This is an optimization exercise on Yosys and OpenROAD, whose aim is small area, a short achievable clock period and few clock cycles per item, not a production implementation.
RTL that was checked went through simulation tests only; none was proved equivalent to the original.
Power figures rest on the tool's default switching activity, not on a simulated workload. The clock port is modelled as an ideal driver; clocking choices that lean on that would not hold on a real chip.

// delayed_event_flag_table_unit
module delayed_event_flag_table_unit (
    input  logic                              i_clk,
    input  logic                              i_rst_n,
    input  logic                              i_cfg_we,
    input  logic [defet_pkg::CFG_IDX_W-1:0]   i_cfg_idx,
    input  logic [defet_pkg::CFG_DATA_W-1:0]  i_cfg_data,
    input  logic                              i_in_valid,
    output logic                              o_in_stall,
    input  logic [1:0]                        i_func,
    input  logic [defet_pkg::ID_W-1:0]        i_event_id,
    input  logic [defet_pkg::TIME_W-1:0]      i_now_time,
    output logic                              o_out_valid,
    input  logic                              i_out_stall,
    output logic                              o_delivered,
    output logic                              o_in_range
);
export LEC_CHECK = 0
export ABC_CLOCK_PERIOD_IN_PS = 2500
export CAP_MARGIN = 20
export CORE_MARGIN = 2
export CORE_UTILIZATION = 40
export CTS_CLUSTER_DIAMETER = 100
export CTS_CLUSTER_SIZE = 30
export SETUP_SLACK_MARGIN = 4.5
export SLEW_MARGIN = 20
create_clock -name core_clock -period 7.0 [get_ports {i_clk}]
standard.sh (not shown) runs the stock make flow with config.mk's settings and CLKGATE_MAP_FILE= SYNTH_SCRIPT=/design/flow/synth_recipe.tcl, a recipe that flattens the netlist after the stock synthesis.
==> flow/flow/run.sh <==
#!/bin/bash
# The standard layout (the standard.sh: ORFS from the standard synthesis to
# the final layout), with two changes:
#  - the port buffers are sky130_fd_sc_hd__buf_2 cells instead of the delay
#    buffers that buffer_ports picks by default;
#  - clock tree synthesis adds no dummy loads (CTS_ARGS replaces ORFS's
#    argument list, so it repeats the clustering settings of config.mk).
# ORFS's own logs stay under orfs/logs; make's output goes to flow.log.
set -euo pipefail
export BUFFER_PORTS_ARGS="-buffer_cell sky130_fd_sc_hd__buf_2"
export CTS_ARGS="-sink_clustering_enable -repair_clock_nets -dont_use_dummy_load -sink_clustering_size 30 -sink_clustering_max_diameter 100"
bash standard.sh > flow.log 2>&1
Next try:
- ABC_CLOCK_PERIOD_IN_PS: 2500 -> not set
- CORE_UTILIZATION: 40 -> 55
Outcome: The new run completed with no timing, DRC or antenna violations; flip-flop and latch count stays the same; area after synthesis does not change; wire length decreases by 2.2%; register-to-register slack improved by 60 ps; final cell count came out lower by 8.6%; final area is lower by 1.5%; power falls by 0.51%; global-route usage is higher by 7.2 points.
Next try:
--- a/flow/flow/run.sh
+++ b/flow/flow/run.sh
@@ -6,2 +6 @@
-#  - clock tree synthesis adds no dummy loads (CTS_ARGS replaces ORFS's
-#    argument list, so it repeats the clustering settings of config.mk).
+#  - clock tree synthesis adds no dummy loads.
@@ -11 +10 @@
-export CTS_ARGS="-sink_clustering_enable -repair_clock_nets -dont_use_dummy_load -sink_clustering_size 30 -sink_clustering_max_diameter 100"
+export CTS_ARGS="-sink_clustering_enable -repair_clock_nets -dont_use_dummy_load"
- CORE_UTILIZATION: 55 -> 40
Outcome: Cell area went up by 5.5%. Setup slack is worse by 58 ps. Synthesized area stays the same. Total power rose by 20%. Critical path depth falls by 1. Clock power came out higher by 80%. Core utilization falls by 14 points. Routed wire length rose by 5.3%.
Next try:
--- a/flow/flow/run.sh
+++ b/flow/flow/run.sh
@@ -6 +6,2 @@
-#  - clock tree synthesis adds no dummy loads.
+#  - clock tree synthesis adds no dummy loads (CTS_ARGS replaces ORFS's
+#    argument list, so it repeats the clustering settings of config.mk).
@@ -10 +11 @@
-export CTS_ARGS="-sink_clustering_enable -repair_clock_nets -dont_use_dummy_load"
+export CTS_ARGS="-sink_clustering_enable -repair_clock_nets -dont_use_dummy_load -sink_clustering_size 30 -sink_clustering_max_diameter 100"
- CORE_UTILIZATION: 40 -> 70
What happened: Via count drops by about 0.8%. Cell count drops by 14%. Combinational power drops by about 3%. Routed wire length drops by about 9%.
No functional check of the RTL was part of any run of this note.

== job 5162 ==
delayed_event_flag_table_unit, a different RTL version from the one above (not shown whole).
Size: about 2200 cells after synthesis, roughly 790 flip-flops, ~0.031 mm2 of cells after synthesis.
==> flow/config.mk <==
export PLATFORM = sky130hd
export DESIGN_NAME = delayed_event_flag_table_unit
export DESIGN_NICKNAME = delayed_event_flag_table_unit
export VERILOG_FILES = /design/flow/design.v
export SDC_FILE = /design/flow/constraint.sdc
export NUM_CORES = 4
export LEC_CHECK = 0
export CAP_MARGIN = 20
export CORE_MARGIN = 2
export CORE_UTILIZATION = 40
export CTS_CLUSTER_DIAMETER = 100
export CTS_CLUSTER_SIZE = 30
export SETUP_SLACK_MARGIN = 4.5
export SLEW_MARGIN = 20
==> flow/constraint.sdc <==
create_clock -name core_clock -period 7.0 [get_ports {i_clk}]
set_input_delay 1.4000 -clock core_clock [delete_from_list [all_inputs] [get_ports {i_clk}]]
set_output_delay 1.4000 -clock core_clock [all_outputs]
set_load 0.01 [all_outputs]
==> flow/flow/run.sh <==
#!/bin/bash
# The standard layout (the standard.sh: ORFS from the standard synthesis to
# the final layout), with two changes:
#  - the port buffers are sky130_fd_sc_hd__buf_2 cells instead of the delay
#    buffers that buffer_ports picks by default;
#  - clock tree synthesis adds no dummy loads (CTS_ARGS replaces ORFS's
#    argument list, so it repeats the clustering settings of config.mk).
# ORFS's own logs stay under orfs/logs; make's output goes to flow.log.
set -euo pipefail
export BUFFER_PORTS_ARGS="-buffer_cell sky130_fd_sc_hd__buf_2"
export CTS_ARGS="-sink_clustering_enable -repair_clock_nets -dont_use_dummy_load -sink_clustering_size 30 -sink_clustering_max_diameter 100"
bash standard.sh > flow.log 2>&1
Having completed the whole flow, job 5162 delivered a layout that passed the timing, DRC and antenna checks.
The inputs of job 8066 differ from those of job 5162 as listed below.
==> flow/run.sh (new file) <==
#!/bin/bash
# synth_recipe.tcl (not shown) runs the flow's synth.tcl, then flattens the netlist and writes it again
# the make line also repeats each setting of config.mk as NAME=value (left out here)
make -C /OpenROAD-flow-scripts/flow DESIGN_CONFIG=/design/flow/config.mk WORK_HOME=/design/flow/orfs CLKGATE_MAP_FILE= SYNTH_SCRIPT=/design/flow/synth_recipe.tcl finish
removed: flow/flow/run.sh
removed: flow/standard.sh
[summary]
Comparing job 5162 and job 8066, number of cells upsized or downsized after cts is higher on job 8066. The share of the clock period used by the worst path of job 8066 exceeds that of job 5162 by 0.23 points. Re path length in cells of the critical path: no difference whatsoever between job 5162 and job 8066. Job 8066 — wire length about 2.8% higher, job 5162 as reference. Cmp job 8066 vs job 5162: cell area higher in job 8066. Job 8066 has number of buffers other than clock buffers in the final layout above what job 5162 had. Relative to job 5162, number of clock-tree buffers in the layout has gone up in job 8066.
What job 9706 does differently from job 8066 at the input level:
Settings: ABC_CLOCK_PERIOD_IN_PS: unset -> 2500.
==> flow/flow/run.sh (new file) <==
#!/bin/bash
# The standard layout (the standard.sh: ORFS from the standard synthesis to
# the final layout), with two changes:
#  - the port buffers are sky130_fd_sc_hd__buf_2 cells instead of the delay
#    buffers that buffer_ports picks by default;
#  - clock tree synthesis adds no dummy loads (CTS_ARGS replaces ORFS's
#    argument list, so it repeats the clustering settings of config.mk).
# ORFS's own logs stay under orfs/logs; make's output goes to flow.log.
set -euo pipefail
export BUFFER_PORTS_ARGS="-buffer_cell sky130_fd_sc_hd__buf_2"
export CTS_ARGS="-sink_clustering_enable -repair_clock_nets -dont_use_dummy_load -sink_clustering_size 30 -sink_clustering_max_diameter 100"
bash standard.sh > flow.log 2>&1
==> flow/standard.sh (new file) <==
#!/bin/bash
# synth_recipe.tcl (not shown) runs the flow's synth.tcl, then flattens the netlist and writes it again
# the make line also repeats each setting of config.mk as NAME=value (left out here)
make -C /OpenROAD-flow-scripts/flow DESIGN_CONFIG=/design/flow/config.mk WORK_HOME=/design/flow/orfs CLKGATE_MAP_FILE= SYNTH_SCRIPT=/design/flow/synth_recipe.tcl "${@:-finish}"
removed: flow/run.sh
==> comparison <==
- Diff job 8066 and job 9706: met1 track utilization from global routing lower in job 9706
- When job 9706 is set beside job 8066, its iteration-0 DRC count of the detailed router turns out to be 7.0% smaller.
- Diff job 8066 -> job 9706: worst slew margin relative to its limit has decreased; number of buffers inserted by post-CTS setup repair has decreased; total power has decreased; critical path data arrival time has decreased.
No functional check of the RTL was part of any run of this note.

== job 101 ==
delayed_event_flag_table_unit, a different RTL version from the one above (not shown whole).
For scale: roughly 2100 cells after synthesis, ~30000 µm² of cells after synthesis.
Design delayed_event_flag_table_unit, start of the top module:
module delayed_event_flag_table_unit (
    input  logic                              i_clk,
    input  logic                              i_rst_n,
    input  logic                              i_cfg_we,
    input  logic [defet_pkg::CFG_IDX_W-1:0]   i_cfg_idx,
    input  logic [defet_pkg::CFG_DATA_W-1:0]  i_cfg_data,
    input  logic                              i_in_valid,
    output logic                              o_in_stall,
    input  logic [1:0]                        i_func,
    input  logic [defet_pkg::ID_W-1:0]        i_event_id,
    input  logic [defet_pkg::TIME_W-1:0]      i_now_time,
    output logic                              o_out_valid,
    input  logic                              i_out_stall,
    output logic                              o_delivered,
    output logic                              o_in_range
);
clock: 7.0 ns
lec_check: 0
cap_margin: 20
core_margin: 2
core_utilization: 55
cts_buf_list: sky130_fd_sc_hd__clkbuf_8
cts_cluster_diameter: 60
cts_cluster_size: 16
setup_slack_margin: 4.6
slew_margin: 20
==> flow/flow/run.sh <==
#!/bin/bash
# The standard layout (the standard.sh: ORFS from the standard synthesis to
# the final layout), with three changes:
#  - the port buffers are sky130_fd_sc_hd__buf_2 cells instead of the delay
#    buffers that buffer_ports picks by default;
#  - clock tree synthesis builds from clkbuf_8 cells only and adds no dummy loads (CTS_ARGS replaces ORFS's
#    argument list, so it repeats the clustering settings of config.mk).
# ORFS's own logs stay under orfs/logs; make's output goes to flow.log.
set -euo pipefail
export BUFFER_PORTS_ARGS="-buffer_cell sky130_fd_sc_hd__buf_2"
export CTS_ARGS="-sink_clustering_enable -repair_clock_nets -dont_use_dummy_load -sink_clustering_size 16 -sink_clustering_max_diameter 60 -buf_list sky130_fd_sc_hd__clkbuf_8"
bash standard.sh > flow.log 2>&1
Job 101 ran to completion and came out clean on the timing, DRC and antenna checks.
Testbench counts of job 101, summed over its fixed seeds: cycles 25,683, items 24,000.
The following lists how job 102 was set up differently from job 101:
==> flow/flow/run.sh <==
#!/bin/bash
# The standard layout (the standard.sh: ORFS from the standard synthesis to
# the final layout), with two changes:
#  - the port buffers are sky130_fd_sc_hd__buf_2 cells instead of the delay
#    buffers that buffer_ports picks by default;
#  - clock tree synthesis adds no dummy loads (CTS_ARGS replaces ORFS's
#    argument list, so it repeats the clustering settings of config.mk).
# ORFS's own logs stay under orfs/logs; make's output goes to flow.log.
set -euo pipefail
export BUFFER_PORTS_ARGS="-buffer_cell sky130_fd_sc_hd__buf_2"
export CTS_ARGS="-sink_clustering_enable -repair_clock_nets -dont_use_dummy_load -sink_clustering_size 30 -sink_clustering_max_diameter 100"
bash standard.sh > flow.log 2>&1
-- flow/config.mk --
<<< job 101, line 10
export CORE_UTILIZATION = 55
export CTS_BUF_LIST = sky130_fd_sc_hd__clkbuf_8
export CTS_CLUSTER_DIAMETER = 60
export CTS_CLUSTER_SIZE = 16
export SETUP_SLACK_MARGIN = 4.6
export SLEW_MARGIN = 20
>>> job 102, line 10
export CORE_UTILIZATION = 55
export CTS_CLUSTER_DIAMETER = 100
export CTS_CLUSTER_SIZE = 30
export SETUP_SLACK_MARGIN = 4.7
export SLEW_MARGIN = 20
## What came out
- Job 102: global-route usage 0.24 points below job 101
- Post-route minimum period, job 102 and job 101: higher on job 101
- Final routed wire length divided by cell count went up slightly going from job 101 to job 102.

## build 84
Starting RTL as in the previous note.
export LEC_CHECK = 0
export CAP_MARGIN = 20
export CORE_MARGIN = 2
export CORE_UTILIZATION = 62
export CTS_CLUSTER_DIAMETER = 100
export CTS_CLUSTER_SIZE = 30
export SETUP_SLACK_MARGIN = 4.6
export SLEW_MARGIN = 20
create_clock -name core_clock -period 7.0 [get_ports {i_clk}]
==> flow/flow/run.sh <==
#!/bin/bash
# The standard layout (the standard.sh: ORFS from the standard synthesis to
# the final layout), with two changes:
#  - the port buffers are sky130_fd_sc_hd__buf_2 cells instead of the delay
#    buffers that buffer_ports picks by default;
#  - clock tree synthesis adds no dummy loads (CTS_ARGS replaces ORFS's
#    argument list, so it repeats the clustering settings of config.mk).
# ORFS's own logs stay under orfs/logs; make's output goes to flow.log.
set -euo pipefail
export BUFFER_PORTS_ARGS="-buffer_cell sky130_fd_sc_hd__buf_2"
export CTS_ARGS="-sink_clustering_enable -repair_clock_nets -dont_use_dummy_load -sink_clustering_size 30 -sink_clustering_max_diameter 100"
bash standard.sh > flow.log 2>&1
Testbench counts of build 84, summed over its fixed seeds: cycles 25,683, items 24,000.
> inputs changed (build 84 -> build 47)
# build 84
export LEC_CHECK = 0
export CAP_MARGIN = 20
export CORE_MARGIN = 2
export CORE_UTILIZATION = 62
export CTS_CLUSTER_DIAMETER = 100
export CTS_CLUSTER_SIZE = 30
export SETUP_SLACK_MARGIN = 4.6
export SLEW_MARGIN = 20
create_clock -name core_clock -period 7.0 [get_ports {i_clk}]
# build 47
export LEC_CHECK = 0
export CAP_MARGIN = 20
export CORE_MARGIN = 2
export CORE_UTILIZATION = 55
export CTS_CLUSTER_DIAMETER = 100
export CTS_CLUSTER_SIZE = 30
export SETUP_SLACK_MARGIN = 4.6
export SLEW_MARGIN = 20
create_clock -name core_clock -period 7.0 [get_ports {i_clk}]
[summary]
met2 demand-to-capacity share in global routing, build 84 and build 47, higher one = build 84. Diff build 84 and build 47: multi-input gate share of the layout cell area higher in build 84. Build 47 gives more total number of vias than build 84 did. Build 47 reports a higher worst hold-check slack than build 84 does. Final cell area: build 47 above build 84. Summary of build 47 over build 84: setup slack fell 0.027 ns, part of the power in the clock network rose 0.2 points, initial antenna violation count fell 1. Looking only at wire length of the first global-routing pass, and setting everything else aside, the lower value of build 84 and build 47 goes to build 84. Count of filler cells inserted in the layout: lower on build 84.
#### Input delta (build 50 over build 47)
# build 47
export LEC_CHECK = 0
export CAP_MARGIN = 20
export CORE_MARGIN = 2
export CORE_UTILIZATION = 55
export CTS_CLUSTER_DIAMETER = 100
export CTS_CLUSTER_SIZE = 30
export SETUP_SLACK_MARGIN = 4.6
export SLEW_MARGIN = 20
create_clock -name core_clock -period 7.0 [get_ports {i_clk}]
# build 50
export LEC_CHECK = 0
export CAP_MARGIN = 20
export CORE_MARGIN = 2
export CORE_UTILIZATION = 55
export CTS_CLUSTER_DIAMETER = 100
export CTS_CLUSTER_SIZE = 30
export SETUP_SLACK_MARGIN = 4.5
export SLEW_MARGIN = 20
create_clock -name core_clock -period 7.0 [get_ports {i_clk}]
--- outcome ---
Of build 47 and build 50, build 50 shows the higher normalized max-slew margin, with build 47 below it. Of build 47 and build 50, the run reporting the higher worst endpoint data arrival time was build 50. Layout cell share with drive strength beyond 1: build 50 < build 47. Between build 50 and build 47, it is build 50 whose combinational gate power is lower, by about 3.4%. Detailed route, build 50 vs build 47: via total lower for build 50.

The RTL this note starts from:
==> flow/design.v <==
package defet_pkg;
    localparam int EVENT_COUNT = 256;
    localparam int EVT_IDX_W   = $clog2(EVENT_COUNT);
    localparam int ID_W        = 16;
    localparam int TIME_W      = 32;
    localparam int BND_W       = 9;
    localparam int CFG_IDX_W   = 2;
    localparam int CFG_DATA_W  = 32;
    typedef enum logic [1:0] {
        FUNC_SET   = 2'd0,
        FUNC_CLEAR = 2'd1,
        FUNC_DSET  = 2'd2,
        FUNC_GET   = 2'd3
    } t_func;
    typedef enum logic [CFG_IDX_W-1:0] {
        CFG_LONG_DELAY  = 2'd0,
        CFG_SHORT_DELAY = 2'd1,
        CFG_SHORT_START = 2'd2,
        CFG_NODLY_START = 2'd3
    } t_cfg_reg;
    typedef struct packed {
        logic [TIME_W-1:0] long_delay;
        logic [TIME_W-1:0] short_delay;
        logic [BND_W-1:0]  short_start;
        logic [BND_W-1:0]  nodly_start;
    } t_cfg;
    typedef struct packed {
        logic              valid;
        logic [1:0]        func;
        logic [ID_W-1:0]   id;
        logic [TIME_W-1:0] now;
    } t_op;
    typedef struct packed {
        logic delivered;
        logic in_range;
    } t_res;
    localparam logic [TIME_W-1:0] LONG_DELAY_RST  = TIME_W'(60000);
    localparam logic [TIME_W-1:0] SHORT_DELAY_RST = TIME_W'(10000);
    localparam logic [BND_W-1:0]  SHORT_START_RST = BND_W'(64);
    localparam logic [BND_W-1:0]  NODLY_START_RST = BND_W'(128);
endpackage
module defet_cfg_regs (
    input  logic                                i_clk,
    input  logic                                i_rst_n,
    input  logic                                i_cfg_we,
    input  logic [defet_pkg::CFG_IDX_W-1:0]     i_cfg_idx,
    input  logic [defet_pkg::CFG_DATA_W-1:0]    i_cfg_data,
    output defet_pkg::t_cfg                     o_cfg
);
    defet_pkg::t_cfg r_cfg;
    defet_pkg::t_cfg n_cfg;
    always_comb begin
        n_cfg = r_cfg;
        if (i_cfg_we) begin
            case (i_cfg_idx)
                defet_pkg::CFG_LONG_DELAY:  n_cfg.long_delay  = i_cfg_data[defet_pkg::TIME_W-1:0];
                defet_pkg::CFG_SHORT_DELAY: n_cfg.short_delay = i_cfg_data[defet_pkg::TIME_W-1:0];
                defet_pkg::CFG_SHORT_START: n_cfg.short_start = i_cfg_data[defet_pkg::BND_W-1:0];
                defet_pkg::CFG_NODLY_START: n_cfg.nodly_start = i_cfg_data[defet_pkg::BND_W-1:0];
                default:                    n_cfg = r_cfg;
            endcase
        end
    end
    always_ff @(posedge i_clk) begin
        if (!i_rst_n) begin
            r_cfg.long_delay  <= defet_pkg::LONG_DELAY_RST;
            r_cfg.short_delay <= defet_pkg::SHORT_DELAY_RST;
            r_cfg.short_start <= defet_pkg::SHORT_START_RST;
            r_cfg.nodly_start <= defet_pkg::NODLY_START_RST;
        end else begin
            r_cfg <= n_cfg;
        end
    end
    assign o_cfg = r_cfg;
endmodule
module defet_flag_table (
    input  logic        i_clk,
    input  logic [7:0]  i_rd_idx,
    output logic        o_rd_pending,
    output logic        o_rd_holdoff,
    input  logic [7:0]  i_wr_idx,
    input  logic        i_wr_en,
    input  logic        i_wr_all,
    input  logic        i_wr_pending,
    input  logic        i_wr_holdoff
);
    logic [255:0] r_pending;
    logic [255:0] r_holdoff;
    logic [15:0]  hi;
    logic [15:0]  lo;
    always_comb begin
        for (int g = 0; g < 16; g++) begin
            hi[g] = (i_wr_en && i_wr_idx[7:4] == 4'(g)) || i_wr_all;
            lo[g] = (i_wr_idx[3:0] == 4'(g)) || i_wr_all;
        end
    end
    always_ff @(posedge i_clk) begin
        for (int r = 0; r < 256; r++) begin
            if (hi[r / 16] && lo[r % 16]) begin
                r_pending[r] <= i_wr_pending;
                r_holdoff[r] <= i_wr_holdoff;
            end
        end
    end
    assign o_rd_pending = r_pending[i_rd_idx];
    assign o_rd_holdoff = r_holdoff[i_rd_idx];
endmodule
import defet_pkg::*;
module delayed_event_flag_table_unit (
    input  logic                              i_clk,
    input  logic                              i_rst_n,
    input  logic                              i_cfg_we,
    input  logic [defet_pkg::CFG_IDX_W-1:0]   i_cfg_idx,
    input  logic [defet_pkg::CFG_DATA_W-1:0]  i_cfg_data,
    input  logic                              i_in_valid,
    output logic                              o_in_stall,
    input  logic [1:0]                        i_func,
    input  logic [defet_pkg::ID_W-1:0]        i_event_id,
    input  logic [defet_pkg::TIME_W-1:0]      i_now_time,
    output logic                              o_out_valid,
    input  logic                              i_out_stall,
    output logic                              o_delivered,
    output logic                              o_in_range
);
    localparam int QD  = 8;        
    localparam int CAP = QD + 1;   
    defet_pkg::t_cfg cfg;
    defet_cfg_regs u_cfg (
        .i_clk      (i_clk),
        .i_rst_n    (i_rst_n),
        .i_cfg_we   (i_cfg_we),
        .i_cfg_idx  (i_cfg_idx),
        .i_cfg_data (i_cfg_data),
        .o_cfg      (cfg)
    );
    logic       r_stall;
    logic [3:0] r_owed;
    logic       r_ov;
    logic       acc;
    logic       take;
    logic [3:0] n_owed;
    assign acc    = i_in_valid && !r_stall;
    assign take   = r_ov && !i_out_stall;
    assign n_owed = r_owed + 4'(acc) - 4'(take);
    always_ff @(posedge i_clk) begin
        if (!i_rst_n) begin
            r_owed  <= '0;
            r_stall <= 1'b0;
        end else begin
            r_owed  <= n_owed;
            r_stall <= (n_owed >= 4'(CAP));
        end
    end
    logic              s0_v;
    logic [1:0]        s0_func;
    logic [7:0]        s0_id;
    logic              s0_inr;
    logic [TIME_W-1:0] s0_now;
    logic [TIME_W-1:0] r_stamp;
    always_ff @(posedge i_clk) begin
        s0_v    <= i_rst_n && acc;
        s0_func <= i_func;
        s0_id   <= i_event_id[7:0];
        s0_inr  <= (i_event_id[15:8] == 8'd0);
        s0_now  <= i_now_time;
    end
    always_ff @(posedge i_clk) begin
        if (!i_rst_n) begin
            r_stamp <= '0;
        end else if (s0_v && s0_inr && s0_func == FUNC_DSET) begin
            r_stamp <= s0_now;
        end
    end
    logic              s1_v;
    logic [1:0]        s1_func;
    logic [7:0]        s1_id;
    logic              s1_inr;
    logic              s1_bs;
    logic              s1_bn;
    logic [TIME_W-1:0] s1_el;
    always_ff @(posedge i_clk) begin
        s1_v    <= i_rst_n && s0_v;
        s1_func <= s0_func;
        s1_id   <= s0_id;
        s1_inr  <= s0_inr;
        s1_bs   <= ({1'b0, s0_id} < cfg.short_start);
        s1_bn   <= ({1'b0, s0_id} < cfg.nodly_start);
        s1_el   <= s0_now - r_stamp;
    end
    logic       ok;
    logic       tb_p;
    logic       tb_h;
    logic       s2_v;
    logic       s2_hit;
    logic       s2_clr;
    logic [1:0] s2_func;
    logic [7:0] s2_id;
    logic       s2_inr;
    logic       s2_bn;
    logic       s2_ok;
    logic       s2_p;
    logic       s2_h;
    logic       ready;
    logic       wr_p;
    logic       wr_h;
    always_comb begin
        if (s1_bs)      ok = (s1_el > cfg.long_delay);
        else if (s1_bn) ok = (s1_el > cfg.short_delay);
        else            ok = 1'b1;
    end
    assign ready = s2_p && (!s2_h || s2_ok);
    always_comb begin
        wr_p = s2_p;
        wr_h = s2_h;
        case (s2_func)
            FUNC_SET:   wr_p = 1'b1;
            FUNC_CLEAR: wr_p = 1'b0;
            FUNC_DSET: begin
                wr_p = 1'b1;
                wr_h = s2_h || s2_bn;
            end
            default: begin
                if (ready) begin
                    wr_p = 1'b0;
                    wr_h = 1'b0;
                end
            end
        endcase
        if (s2_clr) begin
            wr_p = 1'b0;
            wr_h = 1'b0;
        end
    end
    defet_flag_table u_table (
        .i_clk        (i_clk),
        .i_rd_idx     (s1_id),
        .o_rd_pending (tb_p),
        .o_rd_holdoff (tb_h),
        .i_wr_idx     (s2_id),
        .i_wr_en      (s2_hit),
        .i_wr_all     (s2_clr),
        .i_wr_pending (wr_p),
        .i_wr_holdoff (wr_h)
    );
    always_ff @(posedge i_clk) begin
        s2_v    <= i_rst_n && s1_v;
        s2_hit  <= i_rst_n && s1_v && s1_inr;
        s2_clr  <= !i_rst_n;
        s2_func <= s1_func;
        s2_id   <= s1_id;
        s2_inr  <= s1_inr;
        s2_bn   <= s1_bn;
        s2_ok   <= ok;
        if ((s2_hit || s2_clr) && s1_id == s2_id) begin
            s2_p <= wr_p;
            s2_h <= wr_h;
        end else begin
            s2_p <= tb_p;
            s2_h <= tb_h;
        end
    end
    logic s3_v;
    logic s3_del;
    logic s3_inr;
    always_ff @(posedge i_clk) begin
        s3_v   <= i_rst_n && s2_v;
        s3_del <= s2_hit && s2_func == FUNC_GET && ready;
        s3_inr <= s2_inr;
    end
    logic [1:0] q_mem [QD];
    logic [3:0] q_wr;
    logic [3:0] q_rd;
    logic       q_empty;
    logic       r_del;
    logic       r_inr;
    assign q_empty = (q_wr == q_rd);
    always_ff @(posedge i_clk) begin
        if (s3_v) begin
            q_mem[q_wr[2:0]] <= {s3_del, s3_inr};
        end
        if (!r_ov || !i_out_stall) begin
            {r_del, r_inr} <= q_mem[q_rd[2:0]];
        end
    end
    always_ff @(posedge i_clk) begin
        if (!i_rst_n) begin
            q_wr <= '0;
            q_rd <= '0;
            r_ov <= 1'b0;
        end else begin
            if (s3_v) begin
                q_wr <= q_wr + 4'd1;
            end
            if (!r_ov || !i_out_stall) begin
                r_ov <= !q_empty;
                if (!q_empty) begin
                    q_rd <= q_rd + 4'd1;
                end
            end
        end
    end
    assign o_in_stall  = r_stall;
    assign o_out_valid = r_ov;
    assign o_delivered = r_del;
    assign o_in_range  = r_inr;
endmodule
make LEC_CHECK=0 CAP_MARGIN=20 CORE_MARGIN=2 CORE_UTILIZATION=40 SLEW_MARGIN=20 finish   # period 7.0 ns
run.sh (not shown) runs the stock make flow with config.mk's settings and CLKGATE_MAP_FILE= SYNTH_SCRIPT=/design/flow/synth_recipe.tcl, a recipe that flattens the netlist after the stock synthesis.
Stock flow here: none of the scripts above is used.
Edit:
- SETUP_SLACK_MARGIN: unset -> 4.4
Effect:
- The changed run passed the timing, DRC and antenna checks
- fmax increases by 23%
- utilization rose by 1.4 points
- final area rises by 3.0%
- total power is about the same
- routed wire length rises by 5.1%
- synthesized cell count does not change
- sequential cell count does not change
- non-clock buffer count rises by 55
- die area is unchanged
- register-to-register slack gets better by 0.70 ns
Function was not checked in any run of this note: the RTL went through the layout flow alone.

separate check: timing with driven ports:
How much do the figures lean on ideal ports? The routed layouts below were timed once more, with nothing changed but the port constraints. Step 1, drivers: a clkbuf_16 drives i_clk and a buf_2 each remaining input, both assumed. Step 2 moves the port delays by t, midway between the first and last clock arrival at a register: inputs arrive t later, outputs are due t later. That takes back most of the time a late clock gives input paths. Slacks: no drivers / after step 1 / after step 2; pairs: no drivers / after step 1.
| run | shift t [ns] | setup slack, ns | slew at the worst register clock pin (ns) |
|---|---|---|---|
| the first run of note 1 | 0.689 | 4.388 / 4.388 / 3.969 | 0.11 / 0.11 |
| the second run of note 1 | 0.673 | 4.449 / 4.449 / 3.963 | 0.12 / 0.12 |
| the third run of note 1 | 0.661 | 4.391 / 4.391 / 3.985 | 0.06 / 0.06 |
| the fourth run of note 1 | 0.651 | 4.381 / 4.381 / 4.048 | 0.11 / 0.11 |
| job 5162 | 0.667 | 4.147 / 4.160 / 3.492 | 0.12 / 0.12 |
| job 8066 | 0.690 | 4.131 / 4.146 / 3.457 | 0.12 / 0.12 |
| job 9706 | 0.667 | 4.147 / 4.160 / 3.492 | 0.12 / 0.12 |
| job 101 | 0.735 | 4.443 / 4.390 / 3.978 | 0.11 / 0.11 |
| job 102 | 0.690 | 4.500 / 4.439 / 3.969 | 0.12 / 0.12 |
| build 84 | 0.653 | 4.528 / 4.467 / 4.061 | 0.12 / 0.12 |
| build 47 | 0.685 | 4.501 / 4.441 / 4.008 | 0.12 / 0.12 |
| build 50 | 0.685 | 4.482 / 4.443 / 3.985 | 0.12 / 0.12 |
| the first run of note 5 | 0.671 | 3.248 / 3.248 / 2.993 | 0.06 / 0.06 |
| the second run of note 5 | 0.682 | 3.948 / 3.948 / 3.798 | 0.07 / 0.07 |
After both steps setup and hold are still met in every run listed. The setup slack of job 8066, which loses most, moves by +0.015 ns with the drivers and by -0.674 ns with both steps.
